This design comes from an exercise in tuning for small area, a short achievable clock period and few clock cycles on the open sky130 flow, not from production work.
The RTL was checked by simulation tests, not by an equivalence proof against the original design.
Power is estimated from default activity; no workload was simulated.

## flow/design.v (module list and top-level ports; edited modules follow where they fit)
// module window_sequencer: 70 lines
// module filter_cache: 26 lines
// module tile_mac: 1155 lines
// module mac_fa: 10 lines
// module mac_ha: 9 lines
// module output_writer: 30 lines
// module conv_top: 65 lines
module conv_top (
  input  wire logic                     clock,
  input  wire logic                     rst_n,
  input  wire logic                     go,
  output logic                          finish,
  output logic [conv_pkg::IMAGE_ADDR_W-1:0]       image_address,
  output logic                          image_enable,
  input  wire logic [conv_pkg::DATA_W-1:0]        image_data,
  output logic [conv_pkg::FILTER_ADDR_W-1:0]      filter_address,
  output logic                          filter_enable,
  input  wire logic [conv_pkg::DATA_W-1:0]        filter_data,
  output logic [conv_pkg::OUTPUT_ADDR_W-1:0]      output_address,
  output logic [conv_pkg::DATA_W-1:0]             output_data,
  output logic                          output_write
);
  // ...
==> flow/flow/run.sh <==
#!/bin/bash
# Own layout flow: the standard ORFS flow (its standard synthesis
# included) with the settings in flow/params.sh: a setup-slack target for
# the timing repair, buf_2 port buffers and the clock tree options.
# ORFS writes each tool's log under orfs/logs; standard.log has the rest.
set -uo pipefail
source flow/params.sh
bash standard.sh > standard.log 2>&1
==> flow/flow/params.sh <==
export SETUP_SLACK_MARGIN=7.75
export BUFFER_PORTS_ARGS="-buffer_cell sky130_fd_sc_hd__buf_2"
export CTS_ARGS="-sink_clustering_enable -repair_clock_nets -dont_use_dummy_load -sink_clustering_size 30 -sink_clustering_max_diameter 150"
export SETUP_MOVE_SEQUENCE=sizeup,swap
==> flow/standard.sh <==
#!/bin/bash
# synth_recipe.tcl (not shown) runs the flow's synth.tcl, then flattens the netlist and writes it again
# the make line also repeats each setting of config.mk as NAME=value (left out here)
make -C /OpenROAD-flow-scripts/flow DESIGN_CONFIG=/design/flow/config.mk WORK_HOME=/design/flow/orfs CLKGATE_MAP_FILE= SYNTH_SCRIPT=/design/flow/synth_recipe.tcl "${@:-finish}"
==> flow/config.mk <==
export PLATFORM = sky130hd
export DESIGN_NAME = conv_top
export DESIGN_NICKNAME = conv_top
export VERILOG_FILES = /design/flow/design.v
export SDC_FILE = /design/flow/constraint.sdc
export NUM_CORES = 4
export LEC_CHECK = 0
export CAP_MARGIN = 20
export CORE_MARGIN = 2
export CORE_UTILIZATION = 40
export SLEW_MARGIN = 20
export SYNTH_HIERARCHICAL = 1
==> flow/constraint.sdc <==
create_clock -name core_clock -period 11.0 [get_ports {clock}]
set_input_delay 2.2000 -clock core_clock [delete_from_list [all_inputs] [get_ports {clock}]]
set_output_delay 2.2000 -clock core_clock [all_outputs]
set_load 0.01 [all_outputs]
==> parameters.txt, run 1 <==
Parameter                              Value

Outcome
  Result of the run ... complete, no violations

Synth
  Main synth FF type ... dfxtp_1
  Fraction of the mapped netlist area in simple logic gates ... 0.0767
  Async SR Flop Fraction ... 0
  Adder-Cell Fraction of Synth Area ... 0.277
  Dominant combinational cell family by area after synthesis ... adder cells
  Synthesis warning total ... 11

STA
  Slack of the critical path ... between 7 and 8 ns
  Transition time of the tightest slew-check pin ... 1.08 ns
  Setup repair after global routing missed its margin ... true
  Highest Clock Rate ... 307 MHz
  Final setup violation count ... 0

Power
  Power attributed to the clock group ... ~520 µW
  Net Switching ... 1660 µW
  Sw frac ... 0.386
  Share of power burned in registers ... 0.333

GRT
  Grt total ovfl ... 0
  Antenna violations before repair ... 1
  Maximum number of pins on one net before global-route repair ... 48
  Number of global-route vias before repair ... 8453

Final layout
  Flip-flop and latch share of the layout cell area ... 0.373
  Area overhead of the layout relative to synthesis ... 10.1%
  Area used by sequential logic in the layout ... 5710 µm²
  Area-dominant class ... multi-input combinational cells
  Reg with most FFs ... u_filter_cache.ring
  Share of layout cells above drive strength 1 ... 0.203
  Footprint of the multi-input gates ... 8120 µm²
  Nets ... between 1k and 1.5k
  Clock-cell share of area ... 0.0213
  Non-clock inverter instance count of the final layout ... 23
  Comb_multi_in ... between 700 and 800

CTS
  Resized Gates After CTS ... 101
  Post-CTS Setup Inserts ... 0
  Root buffer cell ... clkbuf_16
  Clk latency of the worst-skew pair ... 0.50 ns
  Deepest clock path buffer count ... 3

Drt
  # DRC ... 0
  Metal1 wirelength ... around 13000 µm
  Violation count after the first detailed-route iteration ... 475
  Via/cell ratio ... 5.03

Worst hold path
  Capture endpoint of the worst hold path ... u_filter_cache.ring[3][12]

Floorplanning
  Area of the core region ... 34400 µm²
  Num ports ... 71

Critical path
  Startpoint of the worst register-to-register path ... u_sequencer.mac_first
  Highest-delay cell along the critical path ... fa_1
Testbench counts, summed over its fixed seeds: cycles 14,208.
==> module window_sequencer, before the edit <==
module window_sequencer (
  input  wire logic                    clock,
  input  wire logic                    rst_n,
  input  wire logic                    go,
  output logic                         running,
  output logic                         tile_end,
  output logic [conv_pkg::TILE_W-1:0]  tile,
  output logic [conv_pkg::IMAGE_ADDR_W-1:0]  image_address,
  output logic                         image_enable,
  output logic [conv_pkg::FILTER_ADDR_W-1:0] filter_address,
  output logic                         mac_first,
  output logic                         result_ready
);
  logic [3:0] phase_nxt;
  logic [1:0] r_nxt;
  logic [1:0] c_nxt;
  logic [3:0] count;
  logic [conv_pkg::TILE_W-1:0] tile_nxt;
  logic [3:0] row_nxt;
  logic [3:0] col_nxt;
  logic       busy;
  assign image_enable = 1'b1;
  assign phase_nxt = (filter_address == 4'd8) ? 4'd0 : filter_address + 4'd1;
  assign tile_end  = running && (count == 4'd8);
  assign tile_nxt  = tile + conv_pkg::TILE_W'(tile_end);
  always_comb begin
    case (phase_nxt)
      4'd0:    begin r_nxt = 2'd0; c_nxt = 2'd0; end
      4'd1:    begin r_nxt = 2'd0; c_nxt = 2'd1; end
      4'd2:    begin r_nxt = 2'd0; c_nxt = 2'd2; end
      4'd3:    begin r_nxt = 2'd1; c_nxt = 2'd0; end
      4'd4:    begin r_nxt = 2'd1; c_nxt = 2'd1; end
      4'd5:    begin r_nxt = 2'd1; c_nxt = 2'd2; end
      4'd6:    begin r_nxt = 2'd2; c_nxt = 2'd0; end
      4'd7:    begin r_nxt = 2'd2; c_nxt = 2'd1; end
      default: begin r_nxt = 2'd2; c_nxt = 2'd2; end
    endcase
  end
  assign row_nxt = {tile_nxt[3:2], 1'b0} + {2'b00, tile_nxt[3:2]} + {2'b00, r_nxt};
  assign col_nxt = {tile_nxt[1:0], 1'b0} + {2'b00, tile_nxt[1:0]} + {2'b00, c_nxt};
  assign result_ready = mac_first && busy && ((tile != '0) || !running);
  always_ff @(posedge clock) begin
    if (!rst_n) begin
      filter_address <= '0;
      running        <= 1'b0;
      busy           <= 1'b0;
      tile           <= '0;
      image_address  <= '0;
    end else begin
      filter_address <= phase_nxt;
      tile           <= tile_nxt;
      image_address  <= {row_nxt, col_nxt};
      if (go) begin
        running <= 1'b1;
      end else if (tile_end && (tile == conv_pkg::TILE_W'(conv_pkg::TILE_COUNT - 1))) begin
        running <= 1'b0;
      end
      if (go) begin
        busy <= 1'b1;
      end else if (result_ready && !running) begin
        busy <= 1'b0;
      end
    end
  end
  always_ff @(posedge clock) begin
    if (go) count <= 4'd1;
    else    count <= (count == 4'd8) ? 4'd0 : count + 4'd1;
    mac_first <= !go && (count == 4'd1);
  end
endmodule
==> module conv_top, before the edit <==
module conv_top (
  input  wire logic                     clock,
  input  wire logic                     rst_n,
  input  wire logic                     go,
  output logic                          finish,
  output logic [conv_pkg::IMAGE_ADDR_W-1:0]       image_address,
  output logic                          image_enable,
  input  wire logic [conv_pkg::DATA_W-1:0]        image_data,
  output logic [conv_pkg::FILTER_ADDR_W-1:0]      filter_address,
  output logic                          filter_enable,
  input  wire logic [conv_pkg::DATA_W-1:0]        filter_data,
  output logic [conv_pkg::OUTPUT_ADDR_W-1:0]      output_address,
  output logic [conv_pkg::DATA_W-1:0]             output_data,
  output logic                          output_write
);
  logic                        running;
  logic                        tile_end;
  logic [conv_pkg::TILE_W-1:0] tile;
  logic                        mac_first;
  logic                        result_ready;
  logic [conv_pkg::DATA_W-1:0] filter_tap;
  logic [conv_pkg::DATA_W-1:0] result;
  window_sequencer u_sequencer (
    .clock          (clock),
    .rst_n          (rst_n),
    .go             (go),
    .running        (running),
    .tile_end       (tile_end),
    .tile           (tile),
    .image_address  (image_address),
    .image_enable   (image_enable),
    .filter_address (filter_address),
    .mac_first      (mac_first),
    .result_ready   (result_ready)
  );
  filter_cache u_filter_cache (
    .clock         (clock),
    .rst_n         (rst_n),
    .running       (running),
    .tile_end      (tile_end),
    .tile          (tile),
    .filter_data   (filter_data),
    .filter_enable (filter_enable),
    .filter_tap    (filter_tap)
  );
  tile_mac u_tile_mac (
    .clock      (clock),
    .image_data (image_data),
    .filter_tap (filter_tap),
    .first      (mac_first),
    .result     (result)
  );
  output_writer u_output_writer (
    .clock          (clock),
    .rst_n          (rst_n),
    .go             (go),
    .result_ready   (result_ready),
    .tile           (tile),
    .result         (result),
    .output_address (output_address),
    .output_data    (output_data),
    .output_write   (output_write),
    .finish         (finish)
  );
endmodule
==> run 2: changes to the inputs <==
--- a/flow/design.v
+++ b/flow/design.v
@@ -21,29 +21,29 @@
   input  wire logic                    go,
   output logic                         running,
   output logic                         tile_end,
   output logic [conv_pkg::TILE_W-1:0]  tile,
   output logic [conv_pkg::IMAGE_ADDR_W-1:0]  image_address,
   output logic                         image_enable,
   output logic [conv_pkg::FILTER_ADDR_W-1:0] filter_address,
   output logic                         mac_first,
+  output logic                         mac_keep_c,
   output logic                         result_ready
 );
   logic [3:0] phase_nxt;
   logic [1:0] r_nxt;
   logic [1:0] c_nxt;
   logic [3:0] count;
   logic [conv_pkg::TILE_W-1:0] tile_nxt;
   logic [3:0] row_nxt;
   logic [3:0] col_nxt;
   logic       busy;
   assign image_enable = 1'b1;
   assign phase_nxt = (filter_address == 4'd8) ? 4'd0 : filter_address + 4'd1;
-  assign tile_end  = running && (count == 4'd8);
   assign tile_nxt  = tile + conv_pkg::TILE_W'(tile_end);
   always_comb begin
     case (phase_nxt)
       4'd0:    begin r_nxt = 2'd0; c_nxt = 2'd0; end
       4'd1:    begin r_nxt = 2'd0; c_nxt = 2'd1; end
       4'd2:    begin r_nxt = 2'd0; c_nxt = 2'd2; end
       4'd3:    begin r_nxt = 2'd1; c_nxt = 2'd0; end
       4'd4:    begin r_nxt = 2'd1; c_nxt = 2'd1; end
@@ -55,39 +55,42 @@
   end
   assign row_nxt = {tile_nxt[3:2], 1'b0} + {2'b00, tile_nxt[3:2]} + {2'b00, r_nxt};
   assign col_nxt = {tile_nxt[1:0], 1'b0} + {2'b00, tile_nxt[1:0]} + {2'b00, c_nxt};
   assign result_ready = mac_first && busy && ((tile != '0) || !running);
   always_ff @(posedge clock) begin
     if (!rst_n) begin
       filter_address <= '0;
       running        <= 1'b0;
+      tile_end       <= 1'b0;
       busy           <= 1'b0;
       tile           <= '0;
       image_address  <= '0;
     end else begin
       filter_address <= phase_nxt;
       tile           <= tile_nxt;
       image_address  <= {row_nxt, col_nxt};
+      tile_end       <= running && !go && (count == 4'd7);
       if (go) begin
         running <= 1'b1;
       end else if (tile_end && (tile == conv_pkg::TILE_W'(conv_pkg::TILE_COUNT - 1))) begin
         running <= 1'b0;
       end
       if (go) begin
         busy <= 1'b1;
       end else if (result_ready && !running) begin
         busy <= 1'b0;
       end
     end
   end
   always_ff @(posedge clock) begin
     if (go) count <= 4'd1;
     else    count <= (count == 4'd8) ? 4'd0 : count + 4'd1;
     mac_first <= !go && (count == 4'd1);
+    mac_keep_c <= go || (count != 4'd1);
   end
 endmodule
 `default_nettype wire
 `timescale 1ns/1ps
 `default_nettype none
 module filter_cache (
   input  wire logic                     clock,
   input  wire logic                     rst_n,
@@ -117,16 +120,17 @@
 `default_nettype wire
 `timescale 1ns/1ps
 `default_nettype none
 module tile_mac (
   input  wire logic                        clock,
   input  wire logic [conv_pkg::DATA_W-1:0] image_data,
   input  wire logic [conv_pkg::DATA_W-1:0] filter_tap,
   input  wire logic                        first,
+  input  wire logic                        keep_c,
   output logic [conv_pkg::DATA_W-1:0]      result
 );
   logic [7:0] dn, d1, d2;
   logic [7:0] dn_nxt, d1_nxt, d2_nxt;
   logic [conv_pkg::DATA_W:0] x;
   logic [conv_pkg::ACC_W-1:0] acc_s;
   logic [conv_pkg::ACC_W-1:0] acc_c;
   logic [conv_pkg::ACC_W-1:0] nxt_s;
@@ -774,235 +778,235 @@
   assign pp130 = (((d1[7] & filter_tap[10]) | (d2[7] & filter_tap[9])) ^ dn[7]);
   assign pp131 = (((d1[7] & filter_tap[11]) | (d2[7] & filter_tap[10])) ^ dn[7]);
   assign pp132 = (((d1[7] & filter_tap[12]) | (d2[7] & filter_tap[11])) ^ dn[7]);
   assign pp133 = (((d1[7] & filter_tap[13]) | (d2[7] & filter_tap[12])) ^ dn[7]);
   assign pp134 = (((d1[7] & filter_tap[14]) | (d2[7] & filter_tap[13])) ^ dn[7]);
   assign pp135 = (((d1[7] & filter_tap[15]) | (d2[7] & filter_tap[14])) ^ dn[7]);
   assign pp136 = ~(((d1[7] & filter_tap[15]) | (d2[7] & filter_tap[15])) ^ dn[7]);
   assign sg137 = ~first & acc_s[0];
-  assign cg138 = ~first & acc_c[0];
+  assign cg138 = keep_c & acc_c[0];
   assign sg139 = ~first & acc_s[1];
-  assign cg140 = ~first & acc_c[1];
+  assign cg140 = keep_c & acc_c[1];
   assign sg141 = ~first & acc_s[2];
-  assign cg142 = ~first & acc_c[2];
+  assign cg142 = keep_c & acc_c[2];
   assign sg143 = ~first & acc_s[3];
-  assign cg144 = ~first & acc_c[3];
+  assign cg144 = keep_c & acc_c[3];
   assign sg145 = ~first & acc_s[4];
-  assign cg146 = ~first & acc_c[4];
+  assign cg146 = keep_c & acc_c[4];
   assign sg147 = ~first & acc_s[5];
-  assign cg148 = ~first & acc_c[5];
+  assign cg148 = keep_c & acc_c[5];
   assign sg149 = ~first & acc_s[6];
-  assign cg150 = ~first & acc_c[6];
+  assign cg150 = keep_c & acc_c[6];
   assign sg151 = ~first & acc_s[7];
-  assign cg152 = ~first & acc_c[7];
+  assign cg152 = keep_c & acc_c[7];
   assign sg153 = ~first & acc_s[8];
-  assign cg154 = ~first & acc_c[8];
+  assign cg154 = keep_c & acc_c[8];
   assign sg155 = ~first & acc_s[9];
-  assign cg156 = ~first & acc_c[9];
+  assign cg156 = keep_c & acc_c[9];
   assign sg157 = ~first & acc_s[10];
-  assign cg158 = ~first & acc_c[10];
+  assign cg158 = keep_c & acc_c[10];
   assign sg159 = ~first & acc_s[11];
-  assign cg160 = ~first & acc_c[11];
+  assign cg160 = keep_c & acc_c[11];
   assign sg161 = ~first & acc_s[12];
-  assign cg162 = ~first & acc_c[12];
+  assign cg162 = keep_c & acc_c[12];
   assign sg163 = ~first & acc_s[13];
-  assign cg164 = ~first & acc_c[13];
+  assign cg164 = keep_c & acc_c[13];
   assign sg165 = ~first & acc_s[14];
-  assign cg166 = ~first & acc_c[14];
+  assign cg166 = keep_c & acc_c[14];
   assign sg167 = ~first & acc_s[15];
-  assign cg168 = ~first & acc_c[15];
+  assign cg168 = keep_c & acc_c[15];
   assign sg169 = first | acc_s[16];
-  assign cg170 = ~first & acc_c[16];
+  assign cg170 = keep_c & acc_c[16];
   assign sg171 = first | acc_s[17];
-  assign cg172 = ~first & acc_c[17];
+  assign cg172 = keep_c & acc_c[17];
   assign sg173 = ~first & acc_s[18];
-  assign cg174 = ~first & acc_c[18];
+  assign cg174 = keep_c & acc_c[18];
   assign sg175 = ~first & acc_s[19];
-  assign cg176 = ~first & acc_c[19];
+  assign cg176 = keep_c & acc_c[19];
   assign sg177 = ~first & acc_s[20];
-  assign cg178 = ~first & acc_c[20];
+  assign cg178 = keep_c & acc_c[20];
   assign sg179 = ~first & acc_s[21];
-  assign cg180 = ~first & acc_c[21];
+  assign cg180 = keep_c & acc_c[21];
   assign sg181 = ~first & acc_s[22];
-  assign cg182 = ~first & acc_c[22];
+  assign cg182 = keep_c & acc_c[22];
   assign sg183 = ~first & acc_s[23];
-  assign cg184 = ~first & acc_c[23];
+  assign cg184 = keep_c & acc_c[23];
   assign sg185 = ~first & acc_s[24];
-  assign cg186 = ~first & acc_c[24];
+  assign cg186 = keep_c & acc_c[24];
   assign sg187 = ~first & acc_s[25];
-  assign cg188 = ~first & acc_c[25];
+  assign cg188 = keep_c & acc_c[25];
   assign sg189 = ~first & acc_s[26];
-  assign cg190 = ~first & acc_c[26];
+  assign cg190 = keep_c & acc_c[26];
   assign sg191 = ~first & acc_s[27];
-  assign cg192 = ~first & acc_c[27];
+  assign cg192 = keep_c & acc_c[27];
   assign sg193 = ~first & acc_s[28];
-  assign cg194 = ~first & acc_c[28];
+  assign cg194 = keep_c & acc_c[28];
   assign sg195 = ~first & acc_s[29];
-  assign cg196 = ~first & acc_c[29];
+  assign cg196 = keep_c & acc_c[29];
   assign sg197 = ~first & acc_s[30];
-  assign cg198 = ~first & acc_c[30];
+  assign cg198 = keep_c & acc_c[30];
   assign sg199 = ~first & acc_s[31];
-  assign cg200 = ~first & acc_c[31];
-  mac_fa u_fs201 (.a(dn[0]), .b(cg138), .c(sg137), .s(fs201), .co(fc202));
-  mac_fa u_fs203 (.a(cg140), .b(sg139), .c(pp2), .s(fs203), .co(fc204));
-  mac_fa u_fs205 (.a(dn[1]), .b(cg142), .c(sg141), .s(fs205), .co(fc206));
-  mac_fa u_fs207 (.a(pp18), .b(pp3), .c(fs205), .s(fs207), .co(fc208));
-  mac_fa u_fs209 (.a(cg144), .b(sg143), .c(pp19), .s(fs209), .co(fc210));
-  mac_fa u_fs211 (.a(pp4), .b(fc206), .c(fs209), .s(fs211), .co(fc212));
-  mac_fa u_fs213 (.a(dn[2]), .b(cg146), .c(sg145), .s(fs213), .co(fc214));
-  mac_fa u_fs215 (.a(pp20), .b(pp35), .c(pp5), .s(fs215), .co(fc216));
-  mac_fa u_fs217 (.a(fs213), .b(fc210), .c(fs215), .s(fs217), .co(fc218));
-  mac_fa u_fs219 (.a(cg148), .b(sg147), .c(pp21), .s(fs219), .co(fc220));
-  mac_fa u_fs221 (.a(pp36), .b(pp6), .c(fc214), .s(fs221), .co(fc222));
+  assign cg200 = keep_c & acc_c[31];
+  mac_fa u_fs201 (.a(dn[0]), .b(pp1), .c(cg138), .s(fs201), .co(fc202));
+  mac_fa u_fs203 (.a(pp2), .b(cg140), .c(sg139), .s(fs203), .co(fc204));
+  mac_fa u_fs205 (.a(dn[1]), .b(pp18), .c(pp3), .s(fs205), .co(fc206));
+  mac_fa u_fs207 (.a(cg142), .b(sg141), .c(fc204), .s(fs207), .co(fc208));
+  mac_fa u_fs209 (.a(pp19), .b(pp4), .c(cg144), .s(fs209), .co(fc210));
+  mac_fa u_fs211 (.a(sg143), .b(fc206), .c(fs209), .s(fs211), .co(fc212));
+  mac_fa u_fs213 (.a(dn[2]), .b(pp20), .c(pp35), .s(fs213), .co(fc214));
+  mac_fa u_fs215 (.a(pp5), .b(cg146), .c(sg145), .s(fs215), .co(fc216));
+  mac_fa u_fs217 (.a(fc210), .b(fs213), .c(fs215), .s(fs217), .co(fc218));
+  mac_fa u_fs219 (.a(pp21), .b(pp36), .c(pp6), .s(fs219), .co(fc220));
+  mac_fa u_fs221 (.a(cg148), .b(sg147), .c(fc214), .s(fs221), .co(fc222));
   mac_fa u_fs223 (.a(fc216), .b(fs219), .c(fs221), .s(fs223), .co(fc224));
-  mac_fa u_fs225 (.a(dn[3]), .b(cg150), .c(sg149), .s(fs225), .co(fc226));
-  mac_fa u_fs227 (.a(pp22), .b(pp37), .c(pp52), .s(fs227), .co(fc228));
-  mac_fa u_fs229 (.a(pp7), .b(fs225), .c(fc220), .s(fs229), .co(fc230));
+  mac_fa u_fs225 (.a(dn[3]), .b(pp22), .c(pp37), .s(fs225), .co(fc226));
+  mac_fa u_fs227 (.a(pp52), .b(pp7), .c(cg150), .s(fs227), .co(fc228));
+  mac_fa u_fs229 (.a(sg149), .b(fc220), .c(fs225), .s(fs229), .co(fc230));
   mac_fa u_fs231 (.a(fs227), .b(fc222), .c(fs229), .s(fs231), .co(fc232));
-  mac_fa u_fs233 (.a(cg152), .b(sg151), .c(pp23), .s(fs233), .co(fc234));
-  mac_fa u_fs235 (.a(pp38), .b(pp53), .c(pp8), .s(fs235), .co(fc236));
+  mac_fa u_fs233 (.a(pp23), .b(pp38), .c(pp53), .s(fs233), .co(fc234));
+  mac_fa u_fs235 (.a(pp8), .b(cg152), .c(sg151), .s(fs235), .co(fc236));
   mac_fa u_fs237 (.a(fc226), .b(fc228), .c(fs233), .s(fs237), .co(fc238));
   mac_fa u_fs239 (.a(fs235), .b(fc230), .c(fs237), .s(fs239), .co(fc240));
-  mac_fa u_fs241 (.a(dn[4]), .b(cg154), .c(sg153), .s(fs241), .co(fc242));
-  mac_fa u_fs243 (.a(pp24), .b(pp39), .c(pp54), .s(fs243), .co(fc244));
-  mac_fa u_fs245 (.a(pp69), .b(pp9), .c(fs241), .s(fs245), .co(fc246));
-  mac_fa u_fs247 (.a(fc234), .b(fc236), .c(fs243), .s(fs247), .co(fc248));
-  mac_fa u_fs249 (.a(fs245), .b(fc238), .c(fs247), .s(fs249), .co(fc250));
-  mac_fa u_fs251 (.a(cg156), .b(sg155), .c(pp10), .s(fs251), .co(fc252));
-  mac_fa u_fs253 (.a(pp25), .b(pp40), .c(pp55), .s(fs253), .co(fc254));
-  mac_fa u_fs255 (.a(pp70), .b(fc242), .c(fc244), .s(fs255), .co(fc256));
+  mac_fa u_fs241 (.a(dn[4]), .b(pp24), .c(pp39), .s(fs241), .co(fc242));
+  mac_fa u_fs243 (.a(pp54), .b(pp69), .c(pp9), .s(fs243), .co(fc244));
+  mac_fa u_fs245 (.a(cg154), .b(sg153), .c(fc234), .s(fs245), .co(fc246));
+  mac_fa u_fs247 (.a(fc236), .b(fs241), .c(fs243), .s(fs247), .co(fc248));
+  mac_fa u_fs249 (.a(fc238), .b(fs245), .c(fs247), .s(fs249), .co(fc250));
+  mac_fa u_fs251 (.a(pp10), .b(pp25), .c(pp40), .s(fs251), .co(fc252));
+  mac_fa u_fs253 (.a(pp55), .b(pp70), .c(cg156), .s(fs253), .co(fc254));
+  mac_fa u_fs255 (.a(sg155), .b(fc242), .c(fc244), .s(fs255), .co(fc256));
   mac_fa u_fs257 (.a(fs251), .b(fs253), .c(fc246), .s(fs257), .co(fc258));
   mac_fa u_fs259 (.a(fc248), .b(fs255), .c(fs257), .s(fs259), .co(fc260));
-  mac_fa u_fs261 (.a(dn[5]), .b(cg158), .c(sg157), .s(fs261), .co(fc262));
-  mac_fa u_fs263 (.a(pp11), .b(pp26), .c(pp41), .s(fs263), .co(fc264));
-  mac_fa u_fs265 (.a(pp56), .b(pp71), .c(pp86), .s(fs265), .co(fc266));
-  mac_fa u_fs267 (.a(fs261), .b(fc252), .c(fc254), .s(fs267), .co(fc268));
+  mac_fa u_fs261 (.a(dn[5]), .b(pp11), .c(pp26), .s(fs261), .co(fc262));
+  mac_fa u_fs263 (.a(pp41), .b(pp56), .c(pp71), .s(fs263), .co(fc264));
+  mac_fa u_fs265 (.a(pp86), .b(cg158), .c(sg157), .s(fs265), .co(fc266));
+  mac_fa u_fs267 (.a(fc252), .b(fc254), .c(fs261), .s(fs267), .co(fc268));
   mac_fa u_fs269 (.a(fs263), .b(fs265), .c(fc256), .s(fs269), .co(fc270));
   mac_fa u_fs271 (.a(fs267), .b(fc258), .c(fs269), .s(fs271), .co(fc272));
-  mac_fa u_fs273 (.a(cg160), .b(sg159), .c(pp12), .s(fs273), .co(fc274));
-  mac_fa u_fs275 (.a(pp27), .b(pp42), .c(pp57), .s(fs275), .co(fc276));
-  mac_fa u_fs277 (.a(pp72), .b(pp87), .c(fc262), .s(fs277), .co(fc278));
+  mac_fa u_fs273 (.a(pp12), .b(pp27), .c(pp42), .s(fs273), .co(fc274));
+  mac_fa u_fs275 (.a(pp57), .b(pp72), .c(pp87), .s(fs275), .co(fc276));
+  mac_fa u_fs277 (.a(cg160), .b(sg159), .c(fc262), .s(fs277), .co(fc278));
   mac_fa u_fs279 (.a(fc264), .b(fc266), .c(fs273), .s(fs279), .co(fc280));
-  mac_fa u_fs281 (.a(fs275), .b(fs277), .c(fc268), .s(fs281), .co(fc282));
+  mac_fa u_fs281 (.a(fs275), .b(fc268), .c(fs277), .s(fs281), .co(fc282));
   mac_fa u_fs283 (.a(fs279), .b(fc270), .c(fs281), .s(fs283), .co(fc284));
-  mac_fa u_fs285 (.a(dn[6]), .b(cg162), .c(sg161), .s(fs285), .co(fc286));
-  mac_fa u_fs287 (.a(pp103), .b(pp13), .c(pp28), .s(fs287), .co(fc288));
-  mac_fa u_fs289 (.a(pp43), .b(pp58), .c(pp73), .s(fs289), .co(fc290));
-  mac_fa u_fs291 (.a(pp88), .b(fs285), .c(fc274), .s(fs291), .co(fc292));
-  mac_fa u_fs293 (.a(fc276), .b(fs287), .c(fs289), .s(fs293), .co(fc294));
+  mac_fa u_fs285 (.a(dn[6]), .b(pp103), .c(pp13), .s(fs285), .co(fc286));
+  mac_fa u_fs287 (.a(pp28), .b(pp43), .c(pp58), .s(fs287), .co(fc288));
+  mac_fa u_fs289 (.a(pp73), .b(pp88), .c(cg162), .s(fs289), .co(fc290));
+  mac_fa u_fs291 (.a(sg161), .b(fc274), .c(fc276), .s(fs291), .co(fc292));
+  mac_fa u_fs293 (.a(fs285), .b(fs287), .c(fs289), .s(fs293), .co(fc294));
   mac_fa u_fs295 (.a(fc278), .b(fc280), .c(fs291), .s(fs295), .co(fc296));
   mac_fa u_fs297 (.a(fs293), .b(fc282), .c(fs295), .s(fs297), .co(fc298));
-  mac_fa u_fs299 (.a(cg164), .b(sg163), .c(pp104), .s(fs299), .co(fc300));
-  mac_fa u_fs301 (.a(pp14), .b(pp29), .c(pp44), .s(fs301), .co(fc302));
-  mac_fa u_fs303 (.a(pp59), .b(pp74), .c(pp89), .s(fs303), .co(fc304));
+  mac_fa u_fs299 (.a(pp104), .b(pp14), .c(pp29), .s(fs299), .co(fc300));
+  mac_fa u_fs301 (.a(pp44), .b(pp59), .c(pp74), .s(fs301), .co(fc302));
+  mac_fa u_fs303 (.a(pp89), .b(cg164), .c(sg163), .s(fs303), .co(fc304));
   mac_fa u_fs305 (.a(fc286), .b(fc288), .c(fc290), .s(fs305), .co(fc306));
   mac_fa u_fs307 (.a(fs299), .b(fs301), .c(fs303), .s(fs307), .co(fc308));
   mac_fa u_fs309 (.a(fc292), .b(fc294), .c(fs305), .s(fs309), .co(fc310));
   mac_fa u_fs311 (.a(fs307), .b(fc296), .c(fs309), .s(fs311), .co(fc312));
-  mac_fa u_fs313 (.a(dn[7]), .b(cg166), .c(sg165), .s(fs313), .co(fc314));
-  mac_fa u_fs315 (.a(pp105), .b(pp120), .c(pp15), .s(fs315), .co(fc316));
-  mac_fa u_fs317 (.a(pp30), .b(pp45), .c(pp60), .s(fs317), .co(fc318));
-  mac_fa u_fs319 (.a(pp75), .b(pp90), .c(fs313), .s(fs319), .co(fc320));
-  mac_fa u_fs321 (.a(fc300), .b(fc302), .c(fc304), .s(fs321), .co(fc322));
-  mac_fa u_fs323 (.a(fs315), .b(fs317), .c(fs319), .s(fs323), .co(fc324));
-  mac_fa u_fs325 (.a(fc306), .b(fc308), .c(fs321), .s(fs325), .co(fc326));
+  mac_fa u_fs313 (.a(dn[7]), .b(pp105), .c(pp120), .s(fs313), .co(fc314));
+  mac_fa u_fs315 (.a(pp15), .b(pp30), .c(pp45), .s(fs315), .co(fc316));
+  mac_fa u_fs317 (.a(pp60), .b(pp75), .c(pp90), .s(fs317), .co(fc318));
+  mac_fa u_fs319 (.a(cg166), .b(sg165), .c(fc300), .s(fs319), .co(fc320));
+  mac_fa u_fs321 (.a(fc302), .b(fc304), .c(fs313), .s(fs321), .co(fc322));
+  mac_fa u_fs323 (.a(fs315), .b(fs317), .c(fc306), .s(fs323), .co(fc324));
+  mac_fa u_fs325 (.a(fs319), .b(fc308), .c(fs321), .s(fs325), .co(fc326));
   mac_fa u_fs327 (.a(fs323), .b(fc310), .c(fs325), .s(fs327), .co(fc328));
-  mac_fa u_fs329 (.a(cg168), .b(sg167), .c(pp106), .s(fs329), .co(fc330));
-  mac_fa u_fs331 (.a(pp121), .b(pp16), .c(pp31), .s(fs331), .co(fc332));
-  mac_fa u_fs333 (.a(pp46), .b(pp61), .c(pp76), .s(fs333), .co(fc334));
-  mac_fa u_fs335 (.a(pp91), .b(fc314), .c(fc316), .s(fs335), .co(fc336));
+  mac_fa u_fs329 (.a(pp106), .b(pp121), .c(pp16), .s(fs329), .co(fc330));
+  mac_fa u_fs331 (.a(pp31), .b(pp46), .c(pp61), .s(fs331), .co(fc332));
+  mac_fa u_fs333 (.a(pp76), .b(pp91), .c(cg168), .s(fs333), .co(fc334));
+  mac_fa u_fs335 (.a(sg167), .b(fc314), .c(fc316), .s(fs335), .co(fc336));
   mac_fa u_fs337 (.a(fc318), .b(fs329), .c(fs331), .s(fs337), .co(fc338));
   mac_fa u_fs339 (.a(fs333), .b(fc320), .c(fc322), .s(fs339), .co(fc340));
   mac_fa u_fs341 (.a(fs335), .b(fs337), .c(fc324), .s(fs341), .co(fc342));
-  mac_fa u_fs343 (.a(fc326), .b(fs339), .c(fs341), .s(fs343), .co(fc344));
-  mac_fa u_fs345 (.a(cg170), .b(sg169), .c(pp107), .s(fs345), .co(fc346));
-  mac_fa u_fs347 (.a(pp122), .b(pp17), .c(pp32), .s(fs347), .co(fc348));
-  mac_fa u_fs349 (.a(pp47), .b(pp62), .c(pp77), .s(fs349), .co(fc350));
-  mac_fa u_fs351 (.a(pp92), .b(fc330), .c(fc332), .s(fs351), .co(fc352));
+  mac_fa u_fs343 (.a(fs339), .b(fc326), .c(fs341), .s(fs343), .co(fc344));
+  mac_fa u_fs345 (.a(pp107), .b(pp122), .c(pp17), .s(fs345), .co(fc346));
+  mac_fa u_fs347 (.a(pp32), .b(pp47), .c(pp62), .s(fs347), .co(fc348));
+  mac_fa u_fs349 (.a(pp77), .b(pp92), .c(cg170), .s(fs349), .co(fc350));
+  mac_fa u_fs351 (.a(sg169), .b(fc330), .c(fc332), .s(fs351), .co(fc352));
   mac_fa u_fs353 (.a(fc334), .b(fs345), .c(fs347), .s(fs353), .co(fc354));
   mac_fa u_fs355 (.a(fs349), .b(fc336), .c(fc338), .s(fs355), .co(fc356));
   mac_fa u_fs357 (.a(fs351), .b(fs353), .c(fc340), .s(fs357), .co(fc358));
   mac_fa u_fs359 (.a(fs355), .b(fc342), .c(fs357), .s(fs359), .co(fc360));
-  mac_fa u_fs361 (.a(cg172), .b(sg171), .c(pp108), .s(fs361), .co(fc362));
-  mac_fa u_fs363 (.a(pp123), .b(pp33), .c(pp48), .s(fs363), .co(fc364));
-  mac_fa u_fs365 (.a(pp63), .b(pp78), .c(pp93), .s(fs365), .co(fc366));
+  mac_fa u_fs361 (.a(pp108), .b(pp123), .c(pp33), .s(fs361), .co(fc362));
+  mac_fa u_fs363 (.a(pp48), .b(pp63), .c(pp78), .s(fs363), .co(fc364));
+  mac_fa u_fs365 (.a(pp93), .b(cg172), .c(sg171), .s(fs365), .co(fc366));
   mac_fa u_fs367 (.a(fc346), .b(fc348), .c(fc350), .s(fs367), .co(fc368));
   mac_fa u_fs369 (.a(fs361), .b(fs363), .c(fs365), .s(fs369), .co(fc370));
   mac_fa u_fs371 (.a(fc352), .b(fc354), .c(fs367), .s(fs371), .co(fc372));
   mac_fa u_fs373 (.a(fs369), .b(fc356), .c(fs371), .s(fs373), .co(fc374));
   mac_ha u_hs375 (.a(fc358), .b(fs373), .s(hs375), .co(hc376));
-  mac_fa u_fs377 (.a(cg174), .b(sg173), .c(pp109), .s(fs377), .co(fc378));
-  mac_fa u_fs379 (.a(pp124), .b(pp34), .c(pp49), .s(fs379), .co(fc380));
-  mac_fa u_fs381 (.a(pp64), .b(pp79), .c(pp94), .s(fs381), .co(fc382));
+  mac_fa u_fs377 (.a(pp109), .b(pp124), .c(pp34), .s(fs377), .co(fc378));
+  mac_fa u_fs379 (.a(pp49), .b(pp64), .c(pp79), .s(fs379), .co(fc380));
+  mac_fa u_fs381 (.a(pp94), .b(cg174), .c(sg173), .s(fs381), .co(fc382));
   mac_fa u_fs383 (.a(fc362), .b(fc364), .c(fc366), .s(fs383), .co(fc384));
   mac_fa u_fs385 (.a(fs377), .b(fs379), .c(fs381), .s(fs385), .co(fc386));
   mac_fa u_fs387 (.a(fc368), .b(fc370), .c(fs383), .s(fs387), .co(fc388));
   mac_fa u_fs389 (.a(fs385), .b(fc372), .c(fs387), .s(fs389), .co(fc390));
   mac_ha u_hs391 (.a(fc374), .b(fs389), .s(hs391), .co(hc392));
-  mac_fa u_fs393 (.a(cg176), .b(sg175), .c(pp110), .s(fs393), .co(fc394));
-  mac_fa u_fs395 (.a(pp125), .b(pp50), .c(pp65), .s(fs395), .co(fc396));
-  mac_fa u_fs397 (.a(pp80), .b(pp95), .c(fc378), .s(fs397), .co(fc398));
+  mac_fa u_fs393 (.a(pp110), .b(pp125), .c(pp50), .s(fs393), .co(fc394));
+  mac_fa u_fs395 (.a(pp65), .b(pp80), .c(pp95), .s(fs395), .co(fc396));
+  mac_fa u_fs397 (.a(cg176), .b(sg175), .c(fc378), .s(fs397), .co(fc398));
   mac_fa u_fs399 (.a(fc380), .b(fc382), .c(fs393), .s(fs399), .co(fc400));
-  mac_fa u_fs401 (.a(fs395), .b(fc384), .c(fc386), .s(fs401), .co(fc402));
-  mac_fa u_fs403 (.a(fs397), .b(fs399), .c(fc388), .s(fs403), .co(fc404));
-  mac_fa u_fs405 (.a(fs401), .b(fc390), .c(fs403), .s(fs405), .co(fc406));
-  mac_fa u_fs407 (.a(cg178), .b(sg177), .c(pp111), .s(fs407), .co(fc408));
-  mac_fa u_fs409 (.a(pp126), .b(pp51), .c(pp66), .s(fs409), .co(fc410));
-  mac_fa u_fs411 (.a(pp81), .b(pp96), .c(fc394), .s(fs411), .co(fc412));
+  mac_fa u_fs401 (.a(fs395), .b(fc384), .c(fs397), .s(fs401), .co(fc402));
+  mac_fa u_fs403 (.a(fc386), .b(fs399), .c(fs401), .s(fs403), .co(fc404));
+  mac_fa u_fs405 (.a(fc388), .b(fs403), .c(fc390), .s(fs405), .co(fc406));
+  mac_fa u_fs407 (.a(pp111), .b(pp126), .c(pp51), .s(fs407), .co(fc408));
+  mac_fa u_fs409 (.a(pp66), .b(pp81), .c(pp96), .s(fs409), .co(fc410));
+  mac_fa u_fs411 (.a(cg178), .b(sg177), .c(fc394), .s(fs411), .co(fc412));
   mac_fa u_fs413 (.a(fc396), .b(fs407), .c(fs409), .s(fs413), .co(fc414));
   mac_fa u_fs415 (.a(fc398), .b(fc400), .c(fs411), .s(fs415), .co(fc416));
   mac_fa u_fs417 (.a(fs413), .b(fc402), .c(fs415), .s(fs417), .co(fc418));
   mac_ha u_hs419 (.a(fc404), .b(fs417), .s(hs419), .co(hc420));
-  mac_fa u_fs421 (.a(cg180), .b(sg179), .c(pp112), .s(fs421), .co(fc422));
-  mac_fa u_fs423 (.a(pp127), .b(pp67), .c(pp82), .s(fs423), .co(fc424));
-  mac_fa u_fs425 (.a(pp97), .b(fc408), .c(fc410), .s(fs425), .co(fc426));
+  mac_fa u_fs421 (.a(pp112), .b(pp127), .c(pp67), .s(fs421), .co(fc422));
+  mac_fa u_fs423 (.a(pp82), .b(pp97), .c(cg180), .s(fs423), .co(fc424));
+  mac_fa u_fs425 (.a(sg179), .b(fc408), .c(fc410), .s(fs425), .co(fc426));
   mac_fa u_fs427 (.a(fs421), .b(fs423), .c(fc412), .s(fs427), .co(fc428));
   mac_fa u_fs429 (.a(fc414), .b(fs425), .c(fc416), .s(fs429), .co(fc430));
   mac_fa u_fs431 (.a(fs427), .b(fc418), .c(fs429), .s(fs431), .co(fc432));
-  mac_fa u_fs433 (.a(cg182), .b(sg181), .c(pp113), .s(fs433), .co(fc434));
-  mac_fa u_fs435 (.a(pp128), .b(pp68), .c(pp83), .s(fs435), .co(fc436));
-  mac_fa u_fs437 (.a(pp98), .b(fc422), .c(fc424), .s(fs437), .co(fc438));
+  mac_fa u_fs433 (.a(pp113), .b(pp128), .c(pp68), .s(fs433), .co(fc434));
+  mac_fa u_fs435 (.a(pp83), .b(pp98), .c(cg182), .s(fs435), .co(fc436));
+  mac_fa u_fs437 (.a(sg181), .b(fc422), .c(fc424), .s(fs437), .co(fc438));
   mac_fa u_fs439 (.a(fs433), .b(fs435), .c(fc426), .s(fs439), .co(fc440));
   mac_fa u_fs441 (.a(fs437), .b(fc428), .c(fs439), .s(fs441), .co(fc442));
   mac_ha u_hs443 (.a(fc430), .b(fs441), .s(hs443), .co(hc444));
-  mac_fa u_fs445 (.a(cg184), .b(sg183), .c(pp114), .s(fs445), .co(fc446));
-  mac_fa u_fs447 (.a(pp129), .b(pp84), .c(pp99), .s(fs447), .co(fc448));
+  mac_fa u_fs445 (.a(pp114), .b(pp129), .c(pp84), .s(fs445), .co(fc446));
+  mac_fa u_fs447 (.a(pp99), .b(cg184), .c(sg183), .s(fs447), .co(fc448));
   mac_fa u_fs449 (.a(fc434), .b(fc436), .c(fs445), .s(fs449), .co(fc450));
   mac_fa u_fs451 (.a(fs447), .b(fc438), .c(fs449), .s(fs451), .co(fc452));
   mac_fa u_fs453 (.a(fc440), .b(fs451), .c(fc442), .s(fs453), .co(fc454));
-  mac_fa u_fs455 (.a(cg186), .b(sg185), .c(pp100), .s(fs455), .co(fc456));
-  mac_fa u_fs457 (.a(pp115), .b(pp130), .c(pp85), .s(fs457), .co(fc458));
+  mac_fa u_fs455 (.a(pp100), .b(pp115), .c(pp130), .s(fs455), .co(fc456));
+  mac_fa u_fs457 (.a(pp85), .b(cg186), .c(sg185), .s(fs457), .co(fc458));
   mac_fa u_fs459 (.a(fc446), .b(fc448), .c(fs455), .s(fs459), .co(fc460));
   mac_fa u_fs461 (.a(fs457), .b(fc450), .c(fs459), .s(fs461), .co(fc462));
   mac_ha u_hs463 (.a(fc452), .b(fs461), .s(hs463), .co(hc464));
-  mac_fa u_fs465 (.a(cg188), .b(sg187), .c(pp101), .s(fs465), .co(fc466));
-  mac_fa u_fs467 (.a(pp116), .b(pp131), .c(fc456), .s(fs467), .co(fc468));
+  mac_fa u_fs465 (.a(pp101), .b(pp116), .c(pp131), .s(fs465), .co(fc466));
+  mac_fa u_fs467 (.a(cg188), .b(sg187), .c(fc456), .s(fs467), .co(fc468));
   mac_fa u_fs469 (.a(fc458), .b(fs465), .c(fc460), .s(fs469), .co(fc470));
-  mac_fa u_fs471 (.a(fs467), .b(fc462), .c(fs469), .s(fs471), .co(fc472));
-  mac_fa u_fs473 (.a(cg190), .b(sg189), .c(pp102), .s(fs473), .co(fc474));
-  mac_fa u_fs475 (.a(pp117), .b(pp132), .c(fc466), .s(fs475), .co(fc476));
+  mac_fa u_fs471 (.a(fs467), .b(fs469), .c(fc462), .s(fs471), .co(fc472));
+  mac_fa u_fs473 (.a(pp102), .b(pp117), .c(pp132), .s(fs473), .co(fc474));
+  mac_fa u_fs475 (.a(cg190), .b(sg189), .c(fc466), .s(fs475), .co(fc476));
   mac_fa u_fs477 (.a(fs473), .b(fc468), .c(fs475), .s(fs477), .co(fc478));
   mac_ha u_hs479 (.a(fc470), .b(fs477), .s(hs479), .co(hc480));
-  mac_fa u_fs481 (.a(cg192), .b(sg191), .c(pp118), .s(fs481), .co(fc482));
-  mac_fa u_fs483 (.a(pp133), .b(fc474), .c(fs481), .s(fs483), .co(fc484));
+  mac_fa u_fs481 (.a(pp118), .b(pp133), .c(cg192), .s(fs481), .co(fc482));
+  mac_fa u_fs483 (.a(sg191), .b(fc474), .c(fs481), .s(fs483), .co(fc484));
   mac_fa u_fs485 (.a(fc476), .b(fs483), .c(fc478), .s(fs485), .co(fc486));
-  mac_fa u_fs487 (.a(cg194), .b(sg193), .c(pp119), .s(fs487), .co(fc488));
-  mac_fa u_fs489 (.a(pp134), .b(fc482), .c(fs487), .s(fs489), .co(fc490));
+  mac_fa u_fs487 (.a(pp119), .b(pp134), .c(cg194), .s(fs487), .co(fc488));
+  mac_fa u_fs489 (.a(sg193), .b(fc482), .c(fs487), .s(fs489), .co(fc490));
   mac_ha u_hs491 (.a(fc484), .b(fs489), .s(hs491), .co(hc492));
-  mac_fa u_fs493 (.a(cg196), .b(sg195), .c(pp135), .s(fs493), .co(fc494));
+  mac_fa u_fs493 (.a(pp135), .b(cg196), .c(sg195), .s(fs493), .co(fc494));
   mac_fa u_fs495 (.a(fc488), .b(fs493), .c(fc490), .s(fs495), .co(fc496));
-  mac_fa u_fs497 (.a(cg198), .b(sg197), .c(pp136), .s(fs497), .co(fc498));
+  mac_fa u_fs497 (.a(pp136), .b(cg198), .c(sg197), .s(fs497), .co(fc498));
   mac_ha u_hs499 (.a(fc494), .b(fs497), .s(hs499), .co(hc500));
   mac_fa u_fs501 (.a(cg200), .b(sg199), .c(fc498), .s(fs501), .co(fc502));
-  assign nxt_s[0] = pp1;
+  assign nxt_s[0] = sg137;
   assign nxt_c[0] = fs201;
   assign nxt_s[1] = fc202;
   assign nxt_c[1] = fs203;
-  assign nxt_s[2] = fc204;
+  assign nxt_s[2] = fs205;
   assign nxt_c[2] = fs207;
   assign nxt_s[3] = fc208;
   assign nxt_c[3] = fs211;
   assign nxt_s[4] = fc212;
   assign nxt_c[4] = fs217;
   assign nxt_s[5] = fc218;
   assign nxt_c[5] = fs223;
   assign nxt_s[6] = fc224;
@@ -1341,30 +1345,32 @@
   output logic [conv_pkg::OUTPUT_ADDR_W-1:0]      output_address,
   output logic [conv_pkg::DATA_W-1:0]             output_data,
   output logic                          output_write
 );
   logic                        running;
   logic                        tile_end;
   logic [conv_pkg::TILE_W-1:0] tile;
   logic                        mac_first;
+  logic                        mac_keep_c;
   logic                        result_ready;
   logic [conv_pkg::DATA_W-1:0] filter_tap;
   logic [conv_pkg::DATA_W-1:0] result;
   window_sequencer u_sequencer (
     .clock          (clock),
     .rst_n          (rst_n),
     .go             (go),
     .running        (running),
     .tile_end       (tile_end),
     .tile           (tile),
     .image_address  (image_address),
     .image_enable   (image_enable),
     .filter_address (filter_address),
     .mac_first      (mac_first),
+    .mac_keep_c     (mac_keep_c),
     .result_ready   (result_ready)
   );
   filter_cache u_filter_cache (
     .clock         (clock),
     .rst_n         (rst_n),
     .running       (running),
     .tile_end      (tile_end),
     .tile          (tile),
@@ -1372,16 +1378,17 @@
     .filter_enable (filter_enable),
     .filter_tap    (filter_tap)
   );
   tile_mac u_tile_mac (
     .clock      (clock),
     .image_data (image_data),
     .filter_tap (filter_tap),
     .first      (mac_first),
+    .keep_c     (mac_keep_c),
     .result     (result)
   );
   output_writer u_output_writer (
     .clock          (clock),
     .rst_n          (rst_n),
     .go             (go),
     .result_ready   (result_ready),
     .tile           (tile),
==> flow/flow/params.sh (replaced) <==
export SETUP_SLACK_MARGIN=7.7
export BUFFER_PORTS_ARGS="-buffer_cell sky130_fd_sc_hd__buf_2"
export CTS_ARGS="-sink_clustering_enable -repair_clock_nets -dont_use_dummy_load -sink_clustering_size 30 -sink_clustering_max_diameter 150"
==> parameters.txt, run 2 <==
Parameter                              Value

CTS
  Quantity of hold-fixing buffers added after cts ... 0
  Root buffer cell ... clkbuf_16
  Deepest clock path buffer count ... 3 (unchanged)
  TritonCTS clock tree ... built
  Number of buffers created by CTS ... 13
  Clk latency of the worst-skew pair ... 0.49 ns (about the same)
  CTS clk-pin slew, worst paths ... 0.11 ns
  Clock sink count ... 280
  Total number of H-tree levels ... 1

Final layout
  Largest registers ... u_filter_cache.ring: 144 flops, u_tile_mac.acc_c: 32 flops, u_tile_mac.acc_s: 32 flops
  Share of layout cells above drive strength 1 ... 0.160 (-0.0428)
  Fill cell instance count of the final layout ... 3192
  Nets ... 1401 (+0.79%)
  Commonest non-fill, non-tap cells in the layout ... dfxtp_1, fa_1, xnor2_1, a22oi_1, buf_2
  Largest register FFs ... roughly 140
  Area overhead of the layout relative to synthesis ... 8.43%
  Number of inserted diodes ... 0
  Most frequent standard cell in the layout excluding fill and tap cells ... dfxtp_1
  Number of standard cells in the layout, taps in and fillers out ... 1605
  Reg with most FFs ... u_filter_cache.ring

Drt
  Via/cell ratio ... 4.99 (-0.78%)
  Met2 routed WL ... 13200 µm
  Detailed-route via count ... 8010
  Highest metal layer used by the detailed router ... met4
  Metal1 wirelength ... 12900 µm (-2.7%)
  Wire per inst ... 17.4 µm
  Overall routed net length ... 27900 µm
  # DRC ... 0 (unchanged)
  DRT Pass-1 Iters ... 5
  Met3 wire length ... 1260 µm
  Final antenna-violating net count ... 0
  Violation count after the first detailed-route iteration ... 496 (+4.4%)

Synth
  Synth top area share ... 0.402
  Largest cells by area after synthesis ... dfxtp_1, fa_1, xnor2_1, a22oi_1, ha_1
  Fraction of the mapped netlist area in simple logic gates ... 0.0762 (-0.000475)
  Synthesis warning total ... 11 (unchanged)
  Mean post-synth cell area ... approximately 12 µm²
  Combined area of all synthesized cells ... approximately 14000 µm²
  Synth Register Bits ... 280
  Number of library cell types mapped by synthesis ... 56
  Post-synthesis cell count ... between 1k and 1.5k
  Dominant combinational cell family by area after synthesis ... adder cells
  Adder-Cell Fraction of Synth Area ... 0.275 (-0.00107)
  Synth area leader ... dfxtp_1
  Top-count cell post-synth ... dfxtp_1
  Number of enable flip-flop cells after synthesis ... 0
  Synthesized netlist net count ... around 1.4k
  Fraction of the mapped netlist area in compound gates ... 0.0920
  Share of the yosys chip area belonging to registers ... 0.402
  Mux contribution to synthesized area ... 0.0190
  Top cell types by occurrence after synthesis ... dfxtp_1, fa_1, xnor2_1
  Parity-gate share of the synthesized area counting xor and xnor cells ... 0.0955
  Main synth FF type ... dfxtp_1
  Async SR Flop Fraction ... 0 (unchanged)

Worst hold path
  Worst hold path class ... register to register

STA
  Final count of pins violating max slew ... 0
  Slew Limit Headroom ... 0.303
  Transition time of the tightest slew-check pin ... 1.04 ns (-0.0357 ns)
  Hold Vio Cnt, Final ... 0
  Final period utilization ... 0.299
  Clock period minus worst slack ... between 3 and 4 ns
  Final setup violation count ... 0 (unchanged)
  Largest clock skew in the final design ... 0.0390 ns
  Setup TNS Final ... 0 ns
  Setup repair after global routing missed its margin ... true
  Highest Clock Rate ... 304 MHz (-0.86%)

GRT
  Wire length of the first global-routing pass ... about 46000 µm
  Antenna violations before repair ... 0 (-1)
  Number of global-route vias before repair ... 8470 (+0.20%)
  Grt total ovfl ... 0 (unchanged)
  GRT Overall Usage ... 0.159
  Maximum number of pins on one net before global-route repair ... 33 (-31%)

Floorplanning
  Row cnt ... 68
  Starting Density ... 0.405
  Height of the chip ... between 150 and 200 µm
  Area of the core region ... 34500 µm² (+0.25%)
  DIE AREA ... 36400 µm²
  Num ports ... 71 (unchanged)
  Width of the die ... 191 µm

Flow run
  Max_cap viols ... 0

Power
  Comb power frac ... 0.517
  Clock group share of total power ... 0.129
  Sw frac ... 0.379 (-0.00690)
  Net Switching ... 1510 µW (-9.4%)
  Static leakage ... 0.00607 µW
  Total internal power ... 2470 µW
  Total power per unit cell area ... ~260 nW/µm²
  Max VDD drop ... 0.118 mV
  Share of power burned in registers ... 0.354 (+0.021)

Critical path
  Critical path startpoint category ... register
  Max FO, Critical Path ... 17
  Arrival @ worst endpoint ... roughly 3.7 ns
  Nature of the critical path endpoint ... register
  Data required time of the critical path ... about 11 ns
  Worst Setup Path Type ... register to register

Outcome
  Result of the run ... complete, no violations

Placement
  Detailed placement HPWL ... 20300 µm
  Count of input and output buffers ... 68
  Number of instances in the placed design ... between 1.5k and 2k
  Final weighted congestion in routability-driven placement ... 0.826
-- run 2: cell types whose count changed in the layout (fill, tap and decap cells not counted), moves of 5 or more --
cell     before  now
ha_4          7    0
and2_1       18   54
ha_1         49   59
xnor2_1     129  135
nand2_1      16   21
buf_4         6   16
nor2b_1      73   39
dfxtp_2      17    3
fa_2         19    4
fa_1        136  151
dfxtp_1     228  244
-- run 2: what timing repair did --
item,4_1_cts,5_1_grt
pin swaps,0,3
setup buffers,0,12
setup endpoints to repair,39,31
gates resized for setup,47,48
-- run 2: per-module statistics from Yosys, one instance, submodules excluded, excerpt --
module            cells  cell area (µm²)  flip-flops and latches
filter_cache        168             3200                     146
mac_fa                1             20.0                       0
mac_ha                1             12.5                       0
output_writer        34              320                       6
tile_mac            675             6260                     103
window_sequencer    116             1200                      25
-- run 2: stage by stage --
| stage | total power [µW] | area (µm²) | setup slack [ns] | utilization | hold WS [ns] |
|---|---|---|---|---|---|
| 2_1_floorplan | 2980 | 14000 | 7.67 | - | 0.310 |
| 3_3_place_gp | 3460 | 14500 | 7.24 | 0.420 | 0.310 |
| 3_5_place_dp | 3530 | 14500 | 7.22 | 0.420 | 0.312 |
| 4_1_cts | 4070 | 14900 | 7.62 | 0.432 | 0.286 |
| 5_1_grt | 4480 | 15100 | 7.59 | 0.439 | 0.276 |
| 6_report | 3980 | 15100 | 7.71 | 0.439 | 0.283 |
-- run 2: critical path: stages, from the launching register on --
cell	delay (ns)
dfxtp_4	0.50
a22oi_1	0.14
xnor2_1	0.16
fa_1	0.47
fa_1	0.51
fa_1	0.43
fa_1	0.52
fa_1	0.42
-- run 2: logic make-up after synthesis --
kind of cell	count (synthesis)
xor+xnor	152
flops	280
buf+inv	119
mux	19
fa+ha+maj	214
other cells	2
compound gates	178
simple gates	180
-- run 2: per-layer routing --
metal / vias to the layer above / global-route usage
li1: 3761 / -
met1: 4018 / 0.219
met2: 200 / 0.265
met3: 31 / 0.0215
met4: 0 / 0.0376
met5: - / 0
-- run 2: power by group through the flow --
stage | Clock (µW) | Sequential, µW | Combinational [µW]
after floorplan | 0 | 1360 | 1620
after global placement | 0 | 1430 | 2030
after detailed placement | 0 | 1430 | 2100
after CTS | 535 | 1410 | 2130
after global routing | 571 | 1440 | 2470
final | 512 | 1410 | 2060
-- run 2: final cells by class --
cell class                 instances  area, µm²  share of cell area
sequential                       280       5730               0.379
clock buffer                      13        325              0.0215
timing repair buffer              91        561              0.0371
tap                              455        569              0.0377
multi-input combinational        745       7850               0.519
inverter                          21       78.8             0.00521
-- run 2: final timing paths --
kind                            cells past startpoint  slack, ns                        end                 startpoint
worst max register to register                      7       7.71       u_tile_mac.acc_c[19]  u_filter_cache.ring[8][5]
worst min-delay path                                0       0.28  u_filter_cache.ring[6][8]  u_filter_cache.ring[7][8]
worst min register to register                      0       0.28  u_filter_cache.ring[6][8]  u_filter_cache.ring[7][8]
worst max-delay path                                7       7.71       u_tile_mac.acc_c[19]  u_filter_cache.ring[8][5]
Testbench counts of run 2, summed over its fixed seeds: cycles 14,208.
==> run 3: changes to the inputs <==
==> flow/flow/params.sh (replaced) <==
export SETUP_SLACK_MARGIN=7.7
export BUFFER_PORTS_ARGS="-buffer_cell sky130_fd_sc_hd__buf_2"
export CTS_ARGS="-sink_clustering_enable -repair_clock_nets -dont_use_dummy_load -sink_clustering_size 30 -sink_clustering_max_diameter 150"
export SETUP_MOVE_SEQUENCE=sizeup,swap
==> parameters.txt, run 3 <==
Parameter                              Value

Final layout
  Fill cell instance count of the final layout ... 3195 (+0.094%)
  Reg with most FFs ... u_filter_cache.ring
  Number of standard cells in the layout, taps in and fillers out ... 1593 (-0.75%)
  Largest registers ... u_filter_cache.ring: 144 flops, u_tile_mac.acc_c: 32 flops, u_tile_mac.acc_s: 32 flops
  Commonest non-fill, non-tap cells in the layout ... dfxtp_1, fa_1, xnor2_1, a22oi_1, buf_2
  Number of inserted diodes ... 0 (unchanged)
  Share of layout cells above drive strength 1 ... 0.151 (-0.00886)
  Nets ... 1389 (-0.86%)
  Most frequent standard cell in the layout excluding fill and tap cells ... dfxtp_1
  Area overhead of the layout relative to synthesis ... 7.81%
  Largest register FFs ... 144 (unchanged)

Drt
  Overall routed net length ... 27700 µm (-0.71%)
  Final antenna-violating net count ... 0 (unchanged)
  DRT Pass-1 Iters ... 6 (+1)
  Via/cell ratio ... 4.99 (about the same)
  # DRC ... 0 (unchanged)
  Wire per inst ... 17.4 µm (about the same)
  Detailed-route via count ... 7952 (-0.72%)
  Violation count after the first detailed-route iteration ... 494 (-0.40%)

STA
  Final period utilization ... 0.299 (about the same)
  Slew Limit Headroom ... 0.305 (+0.00199)
  Highest Clock Rate ... 305 MHz (about the same)
  Final hold slack ... 0.284 ns (+0.000598 ns)
  Final count of pins violating max slew ... 0 (unchanged)
  Final setup violation count ... 0 (unchanged)
  Hold Vio Cnt, Final ... 0 (unchanged)
  Slack of the critical path ... 7.72 ns (+0.00204 ns)
  Setup TNS Final ... 0 ns (unchanged)
  Clock period minus worst slack ... 3.28 ns (-0.00204 ns)
  Largest clock skew in the final design ... 0.0395 ns (+0.000498 ns)
  Transition time of the tightest slew-check pin ... 1.04 ns (-0.00298 ns)
  Setup repair after global routing missed its margin ... true

CTS
  Deepest clock path buffer count ... 3 (unchanged)
  TritonCTS clock tree ... built
  Post-CTS Setup Inserts ... 0 (unchanged)
  Quantity of hold-fixing buffers added after cts ... 0 (unchanged)
  Root buffer cell ... clkbuf_16
  Clock sink count ... 280 (unchanged)
  Total number of H-tree levels ... 1 (unchanged)
  Clk latency of the worst-skew pair ... 0.49 ns (about the same)
  CTS clk-pin slew, worst paths ... 0.11 ns (about the same)
  Number of buffers created by CTS ... 13 (unchanged)

Critical path
  Max FO, Critical Path ... 17 (unchanged)
  Arrival @ worst endpoint ... 3.64 ns (about the same)
  Nature of the critical path endpoint ... register
  Data required time of the critical path ... 11.36 ns (about the same)
  Critical path startpoint category ... register
  Worst Setup Path Type ... register to register

Placement
  Final weighted congestion in routability-driven placement ... 0.826 (unchanged)
  Count of input and output buffers ... 68 (unchanged)
  Number of instances in the placed design ... 1580 (unchanged)
  Detailed placement HPWL ... 20300 µm (unchanged)
  Worst slack, placed ... 7.22 ns (unchanged)

Synth
  Combined area of all synthesized cells ... 13900 µm² (unchanged)
  Synth area leader ... dfxtp_1
  Async SR Flop Fraction ... 0 (unchanged)
  Mean post-synth cell area ... 12.2 µm² (unchanged)
  Main synth FF type ... dfxtp_1
  Post-synthesis cell count ... 1144 (unchanged)
  Top-count cell post-synth ... dfxtp_1
  Synth Register Bits ... 280 (unchanged)
  Synth top area share ... 0.402 (unchanged)
  Top cell types by occurrence after synthesis ... dfxtp_1, fa_1, xnor2_1
  Number of enable flip-flop cells after synthesis ... 0 (unchanged)
  Synthesis warning total ... 11 (unchanged)
  Synthesized netlist net count ... 1393 (unchanged)
  Share of the yosys chip area belonging to registers ... 0.402 (unchanged)
  Largest cells by area after synthesis ... dfxtp_1, fa_1, xnor2_1, a22oi_1, ha_1
  Number of library cell types mapped by synthesis ... 56 (unchanged)

Flow run
  Max_cap viols ... 0 (unchanged)

Power
  Static leakage ... 0.00602 µW (-0.94%)
  Total power per unit cell area ... 264 nW/µm² (+0.46%)
  Post-layout power ... 3970 µW (-0.12%)
  Max VDD drop ... 0.118 mV (+0.19%)

Floorplanning
  DIE AREA ... 36400 µm² (unchanged)
  Area of the core region ... 34500 µm² (unchanged)
  Row cnt ... 68 (unchanged)
  Width of the die ... 191 µm (unchanged)
  Height of the chip ... 191 µm (unchanged)
  Num ports ... 71 (unchanged)
  Starting Density ... 0.405 (unchanged)

GRT
  Grt total ovfl ... 0 (unchanged)
  Number of global-route vias before repair ... 8470 (unchanged)
  Wire length of the first global-routing pass ... 45800 µm (unchanged)
  Maximum number of pins on one net before global-route repair ... 33 (unchanged)
  GRT Overall Usage ... 0.159 (unchanged)
  Antenna violations before repair ... 0 (unchanged)

Worst hold path
  Worst hold path class ... register to register

Outcome
  Result of the run ... complete, no violations
## run 3: changes by cell type in the layout (fill, tap and decap cells not counted)
cell,previous run,this run
buf_4,16,4
buf_6,4,3
buf_8,1,2
## run 3: area by class of cell
| cell class | count | area, µm² | share of cell area |
|---|---|---|---|
| Multi-Input combinational cell | 745 | 7850 | 0.522 |
| Sequential cell | 280 | 5730 | 0.381 |
| Tap cell | 455 | 569 | 0.0379 |
| Timing Repair Buffer | 79 | 474 | 0.0315 |
| Clock buffer | 13 | 325 | 0.0216 |
| Inverter | 21 | 78.8 | 0.00524 |
## run 3: report_power, final
| part | switching, µW | internal (µW) |
|---|---|---|
| logic | 1070 | 987 |
| registers | 144 | 1270 |
| clock network | 297 | 214 |
| total | 1510 | 2470 |
## run 3: path summary, 6_finish.rpt
path / startpoint / endpoint / slack (ns) / cells after the start
setup / recovery: u_filter_cache.ring[8][1] / u_tile_mac.acc_c[19] / 7.72 / 8
hold / removal: u_filter_cache.ring[7][8] / u_filter_cache.ring[6][8] / 0.28 / 0
setup reg to reg: u_filter_cache.ring[8][1] / u_tile_mac.acc_c[19] / 7.72 / 8
hold reg to reg: u_filter_cache.ring[7][8] / u_filter_cache.ring[6][8] / 0.28 / 0
## run 3: worst max-delay path, cell delays in order (launching register included)
cell and delay (ns):
dfxtp_1 0.37, buf_12 0.17, a22oi_1 0.11, xnor2_1 0.28, fa_1 0.48, fa_1 0.44
fa_1 0.43, fa_1 0.42, fa_1 0.44
## run 3: Yosys stat by module (local to each module, per instance), a selection
| module | flops+latches | cells | copies in the design |
|---|---|---|---|
| filter_cache | 146 | 168 | 1 |
| mac_fa | 0 | 1 | 143 |
| tile_mac | 103 | 675 | 1 |
| output_writer | 6 | 34 | 1 |
| mac_ha | 0 | 1 | 8 |
| window_sequencer | 25 | 116 | 1 |
## run 3: logic make-up after synthesis
| group | after synthesis | share of synthesized area |
|---|---|---|
| other cells | 2 | 0.000539 |
| buf+inv | 119 | 0.0393 |
| mux | 19 | 0.0190 |
| simple gates | 180 | 0.0762 |
| fa+ha+maj | 214 | 0.275 |
| xor+xnor | 152 | 0.0955 |
| compound gates | 178 | 0.0920 |
| flops | 280 | 0.402 |
## run 3: what timing repair did
item	4_1_cts	5_1_grt
endpoints found under the hold margin	0	0
endpoints found under the setup margin	39	31
gates resized for setup	47	49
pin swaps	0	5
## run 3: per-layer routing
layer,GRT usage,routed length (µm),vias to the layer above
met4,0.0376,523,0
met1,0.219,12700,3994
li1,-,-,3737
met3,0.0215,1280,34
met5,0,0,-
met2,0.265,13200,187
## run 3: stage by stage
step           instance area (µm²)   util
2_1_floorplan                14000      -
3_3_place_gp                 14500  0.420
3_5_place_dp                 14500  0.420
4_1_cts                      14900  0.432
5_1_grt                      15000  0.436
6_report                     15000  0.436

-- re-timing with driven ports --
How much do the figures lean on ideal ports? The routed layouts below were timed once more, with nothing changed but the port constraints. Step 1 (the two cells are an assumption about what drives the block):
set clk [get_ports {clock}]
set_driving_cell -lib_cell sky130_fd_sc_hd__clkbuf_16 $clk
set_driving_cell -lib_cell sky130_fd_sc_hd__buf_2 [delete_from_list [all_inputs] $clk]
Step 2 times the ports against the registers' clock, not the clock port: input delays grow and output delays shrink by t, the midpoint of the rising clock arrivals with the driver on. a / b / c = ideal / step 1 / step 2; a / b = the first two.
run	shift t [ns]	slack for setup (ns)	hold slack, ns	worst data-port slew with drivers (ns)	pins driven straight from the clock port
run 1	0.533	7.742 / 7.742 / 7.742	0.301 / 0.301 / 0.301	0.05	1
run 2	0.521	7.714 / 7.714 / 7.714	0.283 / 0.283 / 0.283	0.05	1
run 3	0.522	7.716 / 7.716 / 7.716	0.284 / 0.284 / 0.284	0.05	1
After both steps every run listed still meets setup and hold.
